This design comes from an exercise in tuning for small area and a short achievable clock period on the open sky130 flow, not from production work. At most, simulation tests tie the RTL to the original design; equivalence was not proved. No activity file was given, so power comes from the tool's default toggle rates.

Setup of trial 45:
==> module wbps_core, before the edit <==
module wbps_core (
   input  wire logic          clock,
   input  wire logic          reset,
   input  wire logic          psel,
   input  wire logic          penable,
   input  wire logic          pwrite,
   input  wire logic [5:0]    paddr,
   input  wire logic [63:0]   pwdata,
   output logic               pready,
   output logic [127:0]       pattern_n,
   output logic [15:0]        wildcard_mask_n,
   output logic [4:0]         pattern_length_n,
   output logic [63:0]        region_base_n,
   input  wire logic          req_valid,
   output logic               req_ready,
   input  wire logic [7:0]    req_data_byte,
   input  wire logic          req_last_byte,
   output logic               rsp_valid,
   input  wire logic          rsp_ready,
   output logic               rsp_found,
   output logic [63:0]        rsp_match_address
);
   localparam int OFFSET_BITS = 32;    
   localparam int W = OFFSET_BITS;
   localparam int HI = 64 - W;         
   localparam int HQ = HI / 8;
   logic [63:0] pattern_low_n_ff, pattern_high_n_ff, region_base_n_ff;
   logic [15:0] wildcard_mask_n_ff;
   logic [4:0]  pattern_length_n_ff;
   logic [HQ:1] hi_ones_q_ff, hi_ones_q_in;    
   logic [7:1]  hi_ones_r_ff, hi_ones_r_in;    
   logic [2:0]  index;
   logic        write_strobe;
   logic [63:0] wdata;
   logic [6:0]  hi_ones;
   assign index = paddr[5:3];
   assign write_strobe = psel && penable && pwrite;
   assign wdata = reset ? 64'd0 : pwdata;
   assign pready = 1'b1;
   assign pattern_n = {pattern_high_n_ff, pattern_low_n_ff};
   assign wildcard_mask_n = wildcard_mask_n_ff;
   assign pattern_length_n = pattern_length_n_ff;
   assign region_base_n = region_base_n_ff;
   always_comb begin
      hi_ones = 7'(HI);
      for (int k = HI - 1; k >= 0; k--) begin
         if (!wdata[W + k]) hi_ones = 7'(k);
      end
      for (int j = 1; j <= HQ; j++) begin
         hi_ones_q_in[j] = (hi_ones >= 7'(8 * j));
      end
      for (int b = 1; b < 8; b++) begin
         hi_ones_r_in[b] = (hi_ones[2:0] >= 3'(b));
      end
   end
   always_ff @(posedge clock) begin
      if (reset || (write_strobe && index == 3'd0)) pattern_low_n_ff <= ~wdata;
      if (reset || (write_strobe && index == 3'd1)) pattern_high_n_ff <= ~wdata;
      if (reset || (write_strobe && index == 3'd2)) wildcard_mask_n_ff <= ~wdata[15:0];
      if (reset || (write_strobe && index == 3'd3)) pattern_length_n_ff <= ~wdata[4:0];
      if (reset || (write_strobe && index == 3'd4)) begin
         region_base_n_ff <= ~wdata;
         hi_ones_q_ff <= hi_ones_q_in;
         hi_ones_r_ff <= hi_ones_r_in;
      end
   end
   logic [127:0] pattern;
   logic [15:0] wildcard_mask;
   logic [4:0]  pattern_length;
   logic [63:0] region_base;
   logic        in_valid_ff;
   logic [15:0] in_match_ff;
   logic        in_last_ff;
   logic        first_ff;       
   logic        done_ff;        
   logic [4:0]  count_ff;       
   logic [14:0] prefix_ff;
   logic [W:0]  addr_ff;        
   logic        out_valid_ff;
   logic        out_found_ff;
   logic        advance, step;
   logic [4:0]  length;
   logic [16:0] length_sel;
   logic [15:0] match;
   logic [15:0] prefix;
   logic        done;
   logic        hit;
   logic [4:0]  count_next;
   logic        full;
   logic [W-1:0] stop_offset;
   logic [W-1:0] stop_carry_in;
   logic [W-1:0] stop_carry_out;
   logic        stop;
   logic        inc;
   logic [W:0]  addr_cur;
   logic [W:0]  addr_ones;
   logic [HQ:0] q_ones;
   logic [7:0]  r_ones;
   logic [HI-1:0] base_ones;
   assign pattern = {~pattern_high_n_ff, ~pattern_low_n_ff};
   assign wildcard_mask = ~wildcard_mask_n_ff;
   assign pattern_length = ~pattern_length_n_ff;
   assign region_base = ~region_base_n_ff;
   assign advance = !out_valid_ff || rsp_ready;
   assign step = in_valid_ff && advance;
   assign req_ready = !in_valid_ff || advance;
   assign length = (pattern_length > 5'd16) ? 5'd16 : pattern_length;
   always_comb begin
      for (int l = 0; l <= 16; l++) begin
         length_sel[l] = (length == 5'(l));
      end
   end
   wbps_match u_match (
      .data          (req_data_byte),
      .pattern       (pattern),
      .wildcard_mask (wildcard_mask),
      .match         (match)
   );
   always_comb begin
      prefix[0] = in_match_ff[0];
      for (int i = 1; i < 16; i++) begin
         prefix[i] = in_match_ff[i] && prefix_ff[i - 1] && !first_ff;
      end
   end
   assign done = done_ff && !first_ff;
   assign hit = |(length_sel[16:1] & prefix) && !done;
   assign count_next = first_ff ? 5'd1 : (count_ff[4] ? count_ff : count_ff + 5'd1);
   assign full = (count_next >= length);
   assign stop_offset = {{(W-5){1'b1}}, ~length};
   assign stop_carry_in = region_base[W-1:0] ^ stop_offset ^ addr_ff[W-1:0];
   assign stop_carry_out = (region_base[W-1:0] & stop_offset)
      | ((region_base[W-1:0] | stop_offset) & ~addr_ff[W-1:0]);
   assign stop = !first_ff && (stop_carry_in == {stop_carry_out[W-2:0], 1'b0});
   assign inc = full && !hit && !stop;
   assign addr_cur = first_ff ? {1'b0, region_base[W-1:0]} : addr_ff;
   assign q_ones = {hi_ones_q_ff, 1'b1};
   assign r_ones = {hi_ones_r_ff, 1'b1};
   always_comb begin
      addr_ones[0] = 1'b1;
      for (int k = 1; k <= W; k++) begin
         addr_ones[k] = addr_ones[k - 1] && addr_cur[k - 1];
      end
      for (int k = 0; k < HI; k++) begin
         base_ones[k] = q_ones[k / 8 + 1] || (q_ones[k / 8] && r_ones[k % 8]);
      end
   end
   always_ff @(posedge clock) begin
      if (reset) begin
         in_valid_ff <= 1'b0;
         first_ff <= 1'b1;
         out_valid_ff <= 1'b0;
      end else begin
         if (req_ready) in_valid_ff <= req_valid;
         if (step) first_ff <= in_last_ff;
         if (advance) out_valid_ff <= step && (hit || (in_last_ff && !done));
      end
   end
   always_ff @(posedge clock) begin
      if (req_ready) begin
         in_match_ff <= match;
         in_last_ff <= req_last_byte;
      end
      if (step) begin
         done_ff <= done || hit;
         count_ff <= count_next;
         prefix_ff <= prefix[14:0];
         addr_ff <= addr_cur ^ (addr_ones & {(W+1){inc}});
         out_found_ff <= hit;
      end
   end
   assign rsp_valid = out_valid_ff;
   assign rsp_found = out_found_ff;
   assign rsp_match_address = out_found_ff
      ? {region_base[63:W] ^ (base_ones & {HI{addr_ff[W]}}), addr_ff[W-1:0]} : 64'd0;
endmodule
clock: 7.2 ns
lec_check: 0
cap_margin: 20
core_margin: 2
core_utilization: 40
cts_buf_list: sky130_fd_sc_hd__clkbuf_8
cts_cluster_diameter: 50
cts_cluster_size: 20
place_density: 0.75
setup_slack_margin: 3.3
slew_margin: 20
synth_hierarchical: 1
synth_minimum_keep_size: 0
tns_end_percent: 20
standard.sh (not shown) runs the stock make flow with config.mk's settings and CLKGATE_MAP_FILE= SYNTH_SCRIPT=/design/flow/synth_recipe.tcl, a recipe that flattens the netlist after the stock synthesis.
==> flow/flow/run.sh <==
#!/bin/bash
# The standard layout (standard.sh), with two placement and clock-tree choices:
# the port buffers that placement inserts are sky130_fd_sc_hd__buf_1, and the
# clock tree is built without dummy loads. make's output goes to standard.log;
# each ORFS step keeps its own log under orfs/logs.
set -euo pipefail
export BUFFER_PORTS_ARGS="-buffer_cell sky130_fd_sc_hd__buf_1"
export CTS_ARGS="-sink_clustering_enable -repair_clock_nets -sink_clustering_size 20 -sink_clustering_max_diameter 50 -buf_list sky130_fd_sc_hd__clkbuf_8 -dont_use_dummy_load"
bash standard.sh > standard.log 2>&1
Trial 45 went all the way through the flow, and no timing, DRC or antenna check failed.
### trial 45 -> trial 7
--- a/flow/design.v
+++ b/flow/design.v
@@ -111,5 +111,5 @@
    logic [63:0] region_base;
    logic        in_valid_ff;
-   logic [15:0] in_match_ff;
+   logic [7:0]  in_byte_ff;
    logic        in_last_ff;
    logic        first_ff;       
@@ -153,5 +153,5 @@
    end
    wbps_match u_match (
-      .data          (req_data_byte),
+      .data          (in_byte_ff),
       .pattern       (pattern),
       .wildcard_mask (wildcard_mask),
@@ -159,7 +159,7 @@
    );
    always_comb begin
-      prefix[0] = in_match_ff[0];
+      prefix[0] = match[0];
       for (int i = 1; i < 16; i++) begin
-         prefix[i] = in_match_ff[i] && prefix_ff[i - 1] && !first_ff;
+         prefix[i] = match[i] && prefix_ff[i - 1] && !first_ff;
       end
    end
@@ -199,5 +199,5 @@
    always_ff @(posedge clock) begin
       if (req_ready) begin
-         in_match_ff <= match;
+         in_byte_ff <= req_data_byte;
          in_last_ff <= req_last_byte;
       end
--- outcome ---
Summary of trial 7 over trial 45: routability-driven placement congestion ratio now larger, part of the total power dissipated in combinational logic went up 0.9 points, via total after detailed routing now smaller, area of all placed cells without fillers has remained practically unchanged. Trial 7: global-route total usage across every layer is 0.86 points higher than what trial 45 reported. Trial 7: core utilization is 0.18 points higher than what trial 45 reported. Sequential share of power in trial 7 vs trial 45: down 0.9 points.
No functional check of the RTL was part of any run of this note.


wildcard_byte_pattern_search, a different RTL version from the one above (not shown whole).
For scale: about 1500 cells after synthesis, ~290 flip-flops, roughly 220 I/O pins, ~17000 um^2 of cells after synthesis.
==> module wbps_core, before the edit <==
module wbps_core (
   input  wire logic          clock,
   input  wire logic          reset,
   input  wire logic [127:0]  pattern,
   input  wire logic [15:0]   wildcard_mask,
   input  wire logic [4:0]    pattern_length,
   input  wire logic [63:0]   region_base,
   input  wire logic [5:0]    region_base_hi_ones,
   input  wire logic          req_valid,
   output logic               req_ready,
   input  wire logic [7:0]    req_data_byte,
   input  wire logic          req_last_byte,
   output logic               rsp_valid,
   input  wire logic          rsp_ready,
   output logic               rsp_found,
   output logic [63:0]        rsp_match_address
);
   localparam int OFFSET_BITS = 32;    
   localparam int W = OFFSET_BITS;
   logic        in_valid_ff;
   logic [15:0] in_match_ff;
   logic        in_last_ff;
   logic        first_ff;       
   logic        done_ff;        
   logic [4:0]  count_ff;       
   logic [14:0] prefix_ff;
   logic [W:0]  addr_ff;        
   logic        out_valid_ff;
   logic        out_found_ff;
   logic        advance, step;
   logic [4:0]  length;
   logic [16:0] length_sel;
   logic [15:0] match;
   logic [15:0] prefix;
   logic        done;
   logic        hit;
   logic [4:0]  count_next;
   logic        full;
   logic [W-1:0] stop_offset;
   logic [W-1:0] stop_carry_in;
   logic [W-1:0] stop_carry_out;
   logic        stop;
   logic        inc;
   logic [W:0]  addr_cur;
   logic [W:0]  addr_ones;
   logic [63-W:0] base_ones;
   assign advance = !out_valid_ff || rsp_ready;
   assign step = in_valid_ff && advance;
   assign req_ready = !in_valid_ff || advance;
   assign length = (pattern_length > 5'd16) ? 5'd16 : pattern_length;
   always_comb begin
      for (int l = 0; l <= 16; l++) begin
         length_sel[l] = (length == 5'(l));
      end
   end
   wbps_match u_match (
      .data          (req_data_byte),
      .pattern       (pattern),
      .wildcard_mask (wildcard_mask),
      .match         (match)
   );
   always_comb begin
      prefix[0] = in_match_ff[0];
      for (int i = 1; i < 16; i++) begin
         prefix[i] = in_match_ff[i] && prefix_ff[i - 1] && !first_ff;
      end
   end
   assign done = done_ff && !first_ff;
   assign hit = |(length_sel[16:1] & prefix) && !done;
   assign count_next = first_ff ? 5'd1 : (count_ff[4] ? count_ff : count_ff + 5'd1);
   assign full = (count_next >= length);
   assign stop_offset = {{(W-5){1'b1}}, ~length};
   assign stop_carry_in = region_base[W-1:0] ^ stop_offset ^ addr_ff[W-1:0];
   assign stop_carry_out = (region_base[W-1:0] & stop_offset)
      | ((region_base[W-1:0] | stop_offset) & ~addr_ff[W-1:0]);
   assign stop = !first_ff && (stop_carry_in == {stop_carry_out[W-2:0], 1'b0});
   assign inc = full && !hit && !stop;
   assign addr_cur = first_ff ? {1'b0, region_base[W-1:0]} : addr_ff;
   always_comb begin
      addr_ones[0] = 1'b1;
      for (int k = 1; k <= W; k++) begin
         addr_ones[k] = addr_ones[k - 1] && addr_cur[k - 1];
      end
      for (int k = 0; k < 64 - W; k++) begin
         base_ones[k] = (region_base_hi_ones >= 6'(k));
      end
   end
   always_ff @(posedge clock) begin
      if (reset) begin
         in_valid_ff <= 1'b0;
         first_ff <= 1'b1;
         out_valid_ff <= 1'b0;
      end else begin
         if (req_ready) in_valid_ff <= req_valid;
         if (step) first_ff <= in_last_ff;
         if (advance) out_valid_ff <= step && (hit || (in_last_ff && !done));
      end
   end
   always_ff @(posedge clock) begin
      if (req_ready) begin
         in_match_ff <= match;
         in_last_ff <= req_last_byte;
      end
      if (step) begin
         done_ff <= done || hit;
         count_ff <= count_next;
         prefix_ff <= prefix[14:0];
         addr_ff <= addr_cur ^ (addr_ones & {(W+1){inc}});
         out_found_ff <= hit;
      end
   end
   assign rsp_valid = out_valid_ff;
   assign rsp_found = out_found_ff;
   assign rsp_match_address = out_found_ff
      ? {region_base[63:W] ^ (base_ones & {(64-W){addr_ff[W]}}), addr_ff[W-1:0]} : 64'd0;
endmodule
==> flow/config.mk <==
export PLATFORM = sky130hd
export DESIGN_NAME = wildcard_byte_pattern_search
export DESIGN_NICKNAME = wildcard_byte_pattern_search
export VERILOG_FILES = /design/flow/design.v
export SDC_FILE = /design/flow/constraint.sdc
export NUM_CORES = 4
export LEC_CHECK = 0
export CAP_MARGIN = 20
export CORE_MARGIN = 2
export CORE_UTILIZATION = 40
export CTS_BUF_LIST = sky130_fd_sc_hd__clkbuf_8
export CTS_CLUSTER_DIAMETER = 50
export CTS_CLUSTER_SIZE = 20
export PLACE_DENSITY = 0.6
export SETUP_SLACK_MARGIN = 3.4
export SLEW_MARGIN = 20
==> flow/constraint.sdc <==
create_clock -name core_clock -period 7.2 [get_ports {clock}]
set_input_delay 1.4400 -clock core_clock [delete_from_list [all_inputs] [get_ports {clock}]]
set_output_delay 1.4400 -clock core_clock [all_outputs]
set_load 0.01 [all_outputs]
Scripts as last shown in full above: flow/flow/run.sh
Change:
--- a/flow/design.v
+++ b/flow/design.v
@@ -122,7 +122,7 @@
    localparam int OFFSET_BITS = 32;    
    localparam int W = OFFSET_BITS;
    logic        in_valid_ff;
-   logic [15:0] in_match_ff;
+   logic [7:0]  in_byte_ff;
    logic        in_last_ff;
    logic        first_ff;       
    logic        done_ff;        
@@ -158,15 +158,15 @@
       end
    end
    wbps_match u_match (
-      .data          (req_data_byte),
+      .data          (in_byte_ff),
       .pattern       (pattern),
       .wildcard_mask (wildcard_mask),
       .match         (match)
    );
    always_comb begin
-      prefix[0] = in_match_ff[0];
+      prefix[0] = match[0];
       for (int i = 1; i < 16; i++) begin
-         prefix[i] = in_match_ff[i] && prefix_ff[i - 1] && !first_ff;
+         prefix[i] = match[i] && prefix_ff[i - 1] && !first_ff;
       end
    end
    assign done = done_ff && !first_ff;
@@ -202,7 +202,7 @@
    end
    always_ff @(posedge clock) begin
       if (req_ready) begin
-         in_match_ff <= match;
+         in_byte_ff <= req_data_byte;
          in_last_ff <= req_last_byte;
       end
       if (step) begin
Non-clock buffer count is higher by 16.
Sequential power is lower by about 3%.
Utilization is higher by 0.44 points.
Global-route usage is lower by 0.54 points.
Clock-buffer cell count does not change.
Design area is lower by 1.1%.
Routed wire length is lower by 5.6%.
Clock skew is lower by 0.016 ns.
Power is lower by 1.5%.
Clock power is about the same.
Via count is lower by 3.1%.
Setup slack loses 0.090 ns.
Sequential cell count is lower by 8.
Hold slack gains 0.014 ns.
Function not checked in the first run of this note: the RTL went through the layout flow alone.

afterwards: timing with drivers on the ports:
How much do the figures lean on ideal ports? The routed layouts below were timed once more, with nothing changed but the port constraints.
Step 1 (the two cells are an assumption about what drives the block):
set clk [get_ports {clock}]
set_driving_cell -lib_cell sky130_fd_sc_hd__clkbuf_16 $clk
set_driving_cell -lib_cell sky130_fd_sc_hd__buf_2 [delete_from_list [all_inputs] $clk]
Step 2 also shifts input and output timing later by t, the mid clock arrival at the registers, as if the neighbouring blocks saw the same clock.
Slacks: ideal / step 1 / step 2; pairs: ideal / step 1.
run | t, ns | setup WS [ns] | worst register clock-pin slew, ns | cell pins on the clock port's net
trial 45 | 0.682 | 3.176 / 2.934 / 2.934 | 0.12 / 0.12 | 1
trial 7 | 0.651 | 3.150 / 2.929 / 2.929 | 0.11 / 0.11 | 1
the first run of note 2 | 0.613 | 3.252 / 2.880 / 2.880 | 0.11 / 0.11 | 1
the second run of note 2 | 0.597 | 3.162 / 2.999 / 2.981 | 0.10 / 0.10 | 1
After both steps setup and hold are still met in every run listed. The setup slack of the first run of note 2, which loses most, moves by -0.372 ns with the drivers and by -0.372 ns with both steps.
